What follows belongs to an exercise in optimizing a design on an open flow for small area and a short achievable clock period; a production flow would make more cautious choices.
Function was checked by simulation only, so behaviour that the tests miss may differ from the original.
Power is estimated from default activity; no workload was simulated.

==> flow/design.v <==
`default_nettype none
package gomoku_pkg;
    localparam int BOARD_N = 16;
    localparam int WIN_LEN = 5;       
    localparam int RELEASE_TH = 6;
    localparam int RELEASE_CNT_W = $clog2(RELEASE_TH + 1);
    typedef logic [3:0] coord_t;      
    typedef logic [3:0] key_code_t;   
    localparam key_code_t KEY_UP    = 4'd6;   
    localparam key_code_t KEY_DOWN  = 4'd4;   
    localparam key_code_t KEY_LEFT  = 4'd2;   
    localparam key_code_t KEY_RIGHT = 4'd8;   
    localparam key_code_t KEY_PLACE = 4'd5;   
    typedef enum logic [1:0] {
        CELL_EMPTY = 2'b00,
        PLAYER_1   = 2'b01,
        PLAYER_2   = 2'b10
    } player_t;
    typedef enum logic [1:0] {
        RESULT_NONE = 2'b00,
        RESULT_OK   = 2'b01,
        RESULT_FAIL = 2'b10
    } place_result_t;
    typedef enum logic [1:0] {
        ST_PLAY  = 2'b00,   
        ST_CHECK = 2'b01,   
        ST_OVER  = 2'b10    
    } ctrl_state_t;
    typedef logic [BOARD_N*BOARD_N*2-1:0] board_t;
endpackage
`default_nettype wire
`timescale 1ns/1ns
`default_nettype none
import gomoku_pkg::*;
module key_event_filter (
    input  wire                  clk,
    input  wire                  rst,
    input  wire                  raw_valid,    
    input  gomoku_pkg::key_code_t raw_code,
    output logic                 key_valid,    
    output gomoku_pkg::key_code_t key_code      
);
    logic                     held;       
    logic [RELEASE_CNT_W-1:0] miss_cnt;   
    logic                     released;
    logic                     press;
    assign released = held && (miss_cnt == RELEASE_CNT_W'(RELEASE_TH));
    assign press = raw_valid && (!held || released);
    always_ff @(posedge clk or negedge rst) begin
        if (!rst) begin
            held      <= 1'b0;
            miss_cnt  <= '0;
            key_valid <= 1'b0;
            key_code  <= '0;
        end else begin
            key_valid <= 1'b0;                   
            if (press) begin
                held      <= 1'b1;
                miss_cnt  <= '0;
                key_valid <= 1'b1;
                key_code  <= raw_code;           
            end else if (released) begin
                held     <= 1'b0;                
                miss_cnt <= '0;
            end else if (held) begin
                if (raw_valid) begin
                    miss_cnt <= '0;              
                end else begin
                    miss_cnt <= miss_cnt + 1'b1;   
                end
            end
        end
    end
endmodule
`default_nettype wire
`timescale 1ns/1ns
`default_nettype none
import gomoku_pkg::*;
module game_ctrl (
    input  wire                      clk,
    input  wire                      rst,
    input  wire                      key_valid,
    input  gomoku_pkg::key_code_t     key_code,
    input  wire                      btn,           
    input  gomoku_pkg::player_t       cell_data,     
    input  wire                      win,           
    output logic                     place_en,
    output gomoku_pkg::coord_t        cursor_row,
    output gomoku_pkg::coord_t        cursor_col,
    output gomoku_pkg::player_t       current_player,
    output gomoku_pkg::coord_t        last_row,
    output gomoku_pkg::coord_t        last_col,
    output gomoku_pkg::player_t       last_player,
    output gomoku_pkg::place_result_t place_result,
    output logic                     game_over,
    output gomoku_pkg::player_t       winner
);
    localparam gomoku_pkg::coord_t EDGE_MAX = gomoku_pkg::coord_t'(BOARD_N - 1);
    gomoku_pkg::ctrl_state_t state;
    logic        btn_prev;     
    logic        btn_fall;
    logic        confirm;
    assign btn_fall = btn_prev && !btn;    
    assign confirm = btn_fall || (key_valid && (key_code == KEY_PLACE));
    always_ff @(posedge clk or negedge rst) begin
        if (!rst) begin
            state          <= ST_PLAY;
            btn_prev       <= 1'b1;
            place_en       <= 1'b0;
            cursor_row     <= '0;
            cursor_col     <= '0;
            current_player <= PLAYER_1;
            last_row       <= '0;
            last_col       <= '0;
            last_player    <= CELL_EMPTY;      
            place_result   <= RESULT_NONE;
            game_over      <= 1'b0;
            winner         <= CELL_EMPTY;
        end else begin
            btn_prev <= btn;
            place_en <= 1'b0;
            case (state)
                ST_PLAY: begin
                    if (confirm) begin
                        if (cell_data == CELL_EMPTY) begin
                            place_en     <= 1'b1;         
                            place_result <= RESULT_OK;
                            last_row     <= cursor_row;
                            last_col     <= cursor_col;
                            last_player  <= current_player;
                            state        <= ST_CHECK;
                        end else begin
                            place_result <= RESULT_FAIL;  
                        end
                    end else if (key_valid) begin
                        case (key_code)
                            KEY_UP: begin
                                if (cursor_row != '0) cursor_row <= cursor_row - 1'b1;
                                place_result <= RESULT_NONE;
                            end
                            KEY_DOWN: begin
                                if (cursor_row != EDGE_MAX) cursor_row <= cursor_row + 1'b1;
                                place_result <= RESULT_NONE;
                            end
                            KEY_LEFT: begin
                                if (cursor_col != '0) cursor_col <= cursor_col - 1'b1;
                                place_result <= RESULT_NONE;
                            end
                            KEY_RIGHT: begin
                                if (cursor_col != EDGE_MAX) cursor_col <= cursor_col + 1'b1;
                                place_result <= RESULT_NONE;
                            end
                            default: ;                    
                        endcase
                    end
                end
                ST_CHECK: begin
                    if (!place_en) begin
                        if (win) begin
                            game_over <= 1'b1;
                            winner    <= last_player;
                            state     <= ST_OVER;
                        end else begin
                            current_player <= (current_player == PLAYER_1) ? PLAYER_2 : PLAYER_1;
                            state          <= ST_PLAY;
                        end
                    end
                end
                ST_OVER: ;    
                default: state <= ST_PLAY;
            endcase
        end
    end
endmodule
`default_nettype wire
`timescale 1ns/1ns
`default_nettype none
import gomoku_pkg::*;
module board_mem (
    input  wire                 clk,
    input  wire                 rst,
    input  wire                 place_en,    
    input  gomoku_pkg::coord_t   row,
    input  gomoku_pkg::coord_t   col,
    input  gomoku_pkg::player_t  player,
    output gomoku_pkg::player_t  cell_data,   
    output gomoku_pkg::board_t   board        
);
    always_ff @(posedge clk or negedge rst) begin
        if (!rst) begin
            board <= '0;
        end else if (place_en) begin
            board[{row, col, 1'b0} +: 2] <= player;
        end
    end
    assign cell_data = gomoku_pkg::player_t'(board[{row, col, 1'b0} +: 2]);
endmodule
`default_nettype wire
`timescale 1ns/1ns
`default_nettype none
import gomoku_pkg::*;
module five_row_checker (
    input  gomoku_pkg::board_t   board,
    input  gomoku_pkg::coord_t   last_row,
    input  gomoku_pkg::coord_t   last_col,
    input  gomoku_pkg::player_t  last_player,
    output logic                win
);
    logic [2:0] arm [8];
    always_comb begin
        logic signed [5:0] r;
        logic signed [5:0] c;
        logic signed [5:0] dr;
        logic signed [5:0] dc;
        logic              stop;
        for (int d = 0; d < 8; d++) begin
            case (d)
                0: begin dr =  6'sd0; dc =  6'sd1; end
                1: begin dr =  6'sd0; dc = -6'sd1; end
                2: begin dr =  6'sd1; dc =  6'sd0; end
                3: begin dr = -6'sd1; dc =  6'sd0; end
                4: begin dr =  6'sd1; dc =  6'sd1; end
                5: begin dr = -6'sd1; dc = -6'sd1; end
                6: begin dr =  6'sd1; dc = -6'sd1; end
                default: begin dr = -6'sd1; dc =  6'sd1; end
            endcase
            arm[d] = 3'd0;
            stop   = 1'b0;
            r = $signed({2'b00, last_row});
            c = $signed({2'b00, last_col});
            for (int k = 1; k < WIN_LEN; k++) begin
                r = r + dr;
                c = c + dc;
                if (!stop) begin
                    if (r[5:4] == 2'b00 && c[5:4] == 2'b00 &&
                        board[{r[3:0], c[3:0], 1'b0} +: 2] == last_player) begin
                        arm[d] = arm[d] + 3'd1;
                    end else begin
                        stop = 1'b1;   
                    end
                end
            end
        end
    end
    logic [3:0] line_h;      
    logic [3:0] line_v;      
    logic [3:0] line_d;      
    logic [3:0] line_a;      
    assign line_h = 4'd1 + arm[0] + arm[1];
    assign line_v = 4'd1 + arm[2] + arm[3];
    assign line_d = 4'd1 + arm[4] + arm[5];
    assign line_a = 4'd1 + arm[6] + arm[7];
    assign win = (last_player != CELL_EMPTY) &&
                 (line_h >= WIN_LEN || line_v >= WIN_LEN ||
                  line_d >= WIN_LEN || line_a >= WIN_LEN);
endmodule
`default_nettype wire
`timescale 1ns/1ns
`default_nettype none
import gomoku_pkg::*;
module gomoku_core (
    input  wire                      clk,
    input  wire                      rst,
    input  wire                      raw_valid,       
    input  gomoku_pkg::key_code_t     raw_code,
    input  wire                      btn,             
    output gomoku_pkg::coord_t        cursor_row,
    output gomoku_pkg::coord_t        cursor_col,
    output gomoku_pkg::player_t       current_player,
    output gomoku_pkg::place_result_t place_result,
    output logic                     game_over,
    output gomoku_pkg::player_t       winner
);
    logic      key_valid;      
    gomoku_pkg::key_code_t key_code;
    logic      place_en;
    gomoku_pkg::player_t   cell_data;      
    gomoku_pkg::board_t    board;
    gomoku_pkg::coord_t    last_row;       
    gomoku_pkg::coord_t    last_col;
    gomoku_pkg::player_t   last_player;
    logic      win;
    key_event_filter u_key_filter (
        .clk       (clk),
        .rst       (rst),
        .raw_valid (raw_valid),
        .raw_code  (raw_code),
        .key_valid (key_valid),
        .key_code  (key_code)
    );
    game_ctrl u_game_ctrl (
        .clk            (clk),
        .rst            (rst),
        .key_valid      (key_valid),
        .key_code       (key_code),
        .btn            (btn),
        .cell_data      (cell_data),
        .win            (win),
        .place_en       (place_en),
        .cursor_row     (cursor_row),
        .cursor_col     (cursor_col),
        .current_player (current_player),
        .last_row       (last_row),
        .last_col       (last_col),
        .last_player    (last_player),
        .place_result   (place_result),
        .game_over      (game_over),
        .winner         (winner)
    );
    board_mem u_board_mem (
        .clk       (clk),
        .rst       (rst),
        .place_en  (place_en),
        .row       (cursor_row),
        .col       (cursor_col),
        .player    (current_player),
        .cell_data (cell_data),
        .board     (board)
    );
    five_row_checker u_checker (
        .board       (board),
        .last_row    (last_row),
        .last_col    (last_col),
        .last_player (last_player),
        .win         (win)
    );
endmodule
`default_nettype wire
==> flow/run.sh <==
#!/bin/bash
# synth_recipe.tcl (not shown) runs the flow's synth.tcl, then flattens the netlist and writes it again
# the make line also repeats each setting of config.mk as NAME=value (left out here)
make -C /OpenROAD-flow-scripts/flow DESIGN_CONFIG=/design/flow/config.mk WORK_HOME=/design/flow/orfs CLKGATE_MAP_FILE= SYNTH_SCRIPT=/design/flow/synth_recipe.tcl finish
==> flow/config.mk <==
export PLATFORM = sky130hd
export DESIGN_NAME = gomoku_core
export DESIGN_NICKNAME = gomoku_core
export VERILOG_FILES = /design/flow/design.v
export SDC_FILE = /design/flow/constraint.sdc
export NUM_CORES = 4
export LEC_CHECK = 0
export CAP_MARGIN = 20
export CORE_MARGIN = 2
export CORE_UTILIZATION = 40
export SLEW_MARGIN = 20
==> flow/constraint.sdc <==
create_clock -name core_clock -period 12.0 [get_ports {clk}]
set_input_delay 2.4000 -clock core_clock [delete_from_list [all_inputs] [get_ports {clk}]]
set_output_delay 2.4000 -clock core_clock [all_outputs]
set_load 0.01 [all_outputs]
==> flow_summary_export.csv <==
group,metric,value,unit
power_and_ir_drop,switching_share,0.433,
logic_synthesis,syn_nets,5460,
clock_network,path_clk_slew,70,ps
layout,seqCellArea,13800,sq um
timing,hold_viol,0,
worst_setup_path,worstSetupStartpointType,"register",
logic_synthesis,async_flop_share,1.00,
worst_setup_path,path_class,"register to register",
logic_synthesis,synth_xor_area_frac,0.0166,
place,numPortBuffers,22,
logic_synthesis,synth_area_per_cell,10.6,sq um
grt,antenna_found_initial,26,
logic_synthesis,synth_simple_gate_area_frac,0.113,
drt,final_antenna_net_count,0,
logic_synthesis,ys_seq_area_frac,0.240,
clock_network,cts_resized,0,
power_and_ir_drop,p_comb_frac,0.453,
timing,setup_viol_count_final,0,
logic_synthesis,synth_top_family_by_area,"multiplexers",
timing,skew,20.9,ps
floorplan,fp.dieH,383,microns
clock_network,cts_tree,"done",
layout,multi_input_area,41300,sq um
logic_synthesis,synth_edf_count,0,
logic_synthesis,syn-instance-count,5409,
floorplan,core_area,142000,sq um
floorplan,dieArea,146000,sq um
place,place_congestion,1.13,
drt,wire_per_inst,37.4,microns
power_and_ir_drop,leakagePower,0.0231,uW
clock_network,cts_hold_buffers,0,
power_and_ir_drop,seq_power_share,0.256,
logic_synthesis,syn_area,57300,sq um
worst_setup_path,critPathRequiredTime,12550,ps
place,preCtsSetupSlack,2380,ps
clock_network,clk_latency,680,ps
clock_network,ctsRootBufferMaster,"clkbuf_16",
layout,final_cell_area,61700,sq um
layout,final_cells,7128,
timing,slew_viol_final,0,
clock_network,htreeDepth,3,
drt,vias,50700,
grt,grt_max_degree,156,
power_and_ir_drop,p_per_area,127,nW/um^2
timing,fin_crit,9920,ps
timing,fmax,101,MHz
clock_network,cts_setup_buffers,0,
clock_network,cts.sinks,550,
drt,drt_wl_total,266,mm
power_and_ir_drop,ir_drop,0.122,mV
worst_setup_path,rrSetupSlack,2080,ps
timing,slew_headroom,0.162,
timing,tightestPinTransition,1250,ps
logic_synthesis,muxShareOfSynthArea,0.480,
layout,nets,5224,
drt,dr.first_iter.drc_count,8157,
logic_synthesis,ys_seq_elements,550,
logic_synthesis,yosysWarnings,5,
outcome,status,"complete, no violations",
timing,fin_setup_tns,0,ps
timing,finalCritPeriodShare,0.827,
floorplan,chipWidth,383,microns
logic_synthesis,synth_compound_area_frac,0.0946,
floorplan,num_rows,138,
clock_network,cts-buffers-inserted,69,
clock_network,cts_buffer_depth,3,
power_and_ir_drop,power.switching,3380,uW
hold_path,hp-class,"register to register",
worst_setup_path,path_max_fanout,89,
power_and_ir_drop,p_int,4430,uW
grt,grt.overflow.total,0,
timing,setup_slack,2080,ps
logic_synthesis,synth-main-ff-cell,"dfrtp_1",
floorplan,start_util,0.404,
power_and_ir_drop,clkPwrFrac,0.291,
floorplan,num_io_pins,23,
place,dp_cells,6992,
worst_setup_path,critPathArrivalTime,10470,ps
grt,grt_pass1_vias,46900,
drt,first_pass_iters,8,
layout,nFillCells,13400,
drt,drc,0,
layout,area_delta_synth_final,7.67,%
worst_setup_path,endpoint_kind,"register",
grt,groute.usage.overall,0.359,
logic_synthesis,synth_cell_types,102,
drt,vias_per_cell,7.11,
job,cap_violations,0,
timing,rsz0062_at_grt,"no",
layout,drive_gt1_frac,0.299,
place,placed_cell_area,59300,sq um
grt,grt_pass1_wl,374,mm
place,hpwl,199,mm
logic_synthesis,synth_fa_ha_area_frac,0.0103,
-- sequential cells by signal, summed over array words and instances, names as in the netlist --
name / cells
u_game_ctrl.current_player: 2
u_game_ctrl.place_en: 1
u_key_filter.key_valid: 1
u_key_filter.key_code: 4
u_game_ctrl.cursor_row: 4
u_game_ctrl.place_result: 2
u_game_ctrl.btn_prev: 1
u_game_ctrl.game_over: 1
u_game_ctrl.last_col: 4
u_game_ctrl.last_player: 2
u_game_ctrl.cursor_col: 4
u_game_ctrl.last_row: 4
u_board_mem.board: 512
u_key_filter.held: 1
u_game_ctrl.state: 2
u_key_filter.miss_cnt: 3
u_game_ctrl.winner: 2
-- final timing paths --
path	startpoint	end	cells past startpoint
min reg2reg	u_game_ctrl.game_over	u_game_ctrl.game_over	1
max	u_game_ctrl.last_col[0]	u_game_ctrl.current_player[1]	25
min in group asynchronous	rst	u_board_mem.board[173]	1
max reg2reg	u_game_ctrl.last_col[0]	u_game_ctrl.current_player[1]	25
max in group asynchronous	rst	u_game_ctrl.last_col[1]	3
min	u_game_ctrl.game_over	u_game_ctrl.game_over	1
-- cell usage after synthesis (18+ instances only) --
cell type  instances  area [sq um]
buf_4             25           188
ha_1              37           463
o211ai_1          22           165
nor2_1           353          1330
buf_2            132           661
a31oi_1           18           113
nor3_1           186           931
dfrtp_1          548         13700
and2_1            30           188
buf_1             58           218
buf_6             18           203
and3_1            31           194
o21ai_0          335          1680
mux2_2           467          5260
clkbuf_1         233           875
nor2b_1           21           131
a211oi_1          99           743
o21a_1            18           135
or3_1             22           138
a21oi_1          241          1210
mux2i_1          557          5580
nand3_1           79           395
mux4_2           739         16600
xnor2_1           57           499
inv_1             97           364
nand4_1           18           113
nand2_1          678          2540
-- metal layers --
metal / GRT usage / routed length, microns / vias up / share of wire
li1: - / - / 20500 / -
met1: 0.464 / 98200 / 25700 / 0.37
met2: 0.499 / 109000 / 3656 / 0.41
met3: 0.146 / 38600 / 801 / 0.14
met4: 0.220 / 20600 / 26 / 0.077
met5: 0.00298 / 195 / - / 0.00073
-- placed cells by master, fill, tap and decap left out, types with 14 or more instances in the layout --
cell / instances
mux2_2: 467
nand3_1: 79
nand2_1: 678
ha_1: 35
clkdlybuf4s50_1: 21
inv_1: 96
clkbuf_16: 71
o21a_1: 18
mux4_2: 739
nor2b_1: 20
and3_1: 31
dfrtp_1: 539
diode_2: 14
a21oi_1: 240
mux2i_1: 556
a31oi_1: 18
a211oi_1: 99
o211ai_1: 22
and2_1: 30
nor2_1: 332
nor3_1: 184
or3_1: 22
o21ai_0: 332
buf_4: 126
nand4_1: 18
xnor2_1: 53
-- worst max-delay path, cell delays in order (launching register included) --
cell       delay [ps]
dfrtp_4           860
inv_8             420
ha_4              820
nor3b_2           440
o21a_1            230
o21ai_1           300
buf_4             320
nand2_1           600
a21oi_1           110
o21a_1            210
o41ai_1          1070
o211ai_1          600
mux2i_1           250
or3_1             430
inv_1             100
ha_1              230
o21a_1            240
fa_1              470
nor2b_1           150
o21ai_0            90
a2111oi_0         520
o2111ai_1         180
a211oi_1          220
a21oi_1           100
nor4_1            400
mux2_2            390
-- power by group through the flow --
| stage | Clock, uW | Sequential (uW) | Combinational, uW |
|---|---|---|---|
| 3_3_place_gp | 0 | 2030 | 3420 |
| 6_report | 2270 | 2000 | 3540 |
| 3_5_place_dp | 0 | 2030 | 3420 |
| 5_1_grt | 2370 | 2010 | 3660 |
| 4_1_cts | 2300 | 2000 | 3430 |
| 2_1_floorplan | 0 | 1960 | 2300 |
-- per-stage QoR --
stage / hold WS (ps) / power [uW] / utilization
floorplan: 497 / 4260 / -
global route: 526 / 8040 / 0.435
CTS: 511 / 7730 / 0.435
finish: 493 / 7820 / 0.435
global placement: 497 / 5450 / 0.417
detailed placement: 496 / 5450 / 0.418
-- logic make-up after synthesis --
| logic type | after synthesis |
|---|---|
| adders and majority gates | 44 |
| buffers and inverters | 574 |
| and+or+nand+nor | 1491 |
| AOI/OAI and AO/OA | 896 |
| xor gates and xnor gates | 86 |
| DFF | 550 |
| muxes | 1768 |
-- area by class of cell --
| class | instances | area share |
|---|---|---|
| clock inverters | 34 | 0.00740 |
| multi-input cells | 4285 | 0.669 |
| clock buffers | 88 | 0.0316 |
| diodes | 14 | 0.000568 |
| flip-flops and latches | 550 | 0.223 |
| inverters | 108 | 0.00685 |
| repair buffers | 159 | 0.0227 |
| well taps | 1890 | 0.0383 |

==> separate check: timing with driven ports <==
No port has a modelled driver above. Below, the same layout with a new extraction and two added sets of constraints. Step 1 sets driving cells, clkbuf_16 on the clock port and buf_2 on the other inputs (assumed; they add their load-dependent delay and slew). Step 2 also shifts input and output timing later by t, the mid clock arrival at the registers, as if the neighbouring blocks saw the same clock. Three values: no drivers, after step 1, after step 2; two values: the first two.
t (ns): 0.747
setup WS [ns]: 2.082 / 2.082 / 2.082
latest minus earliest clock arrival (ns): 0.022 / 0.022
slew at the worst register clock pin (ns): 0.07 / 0.07
worst data-port slew with drivers (ns): 0.05
After both steps this run still meets setup and hold. For this run, drivers alone change the setup slack by 0.000 ns; drivers and shift together by 0.000 ns.
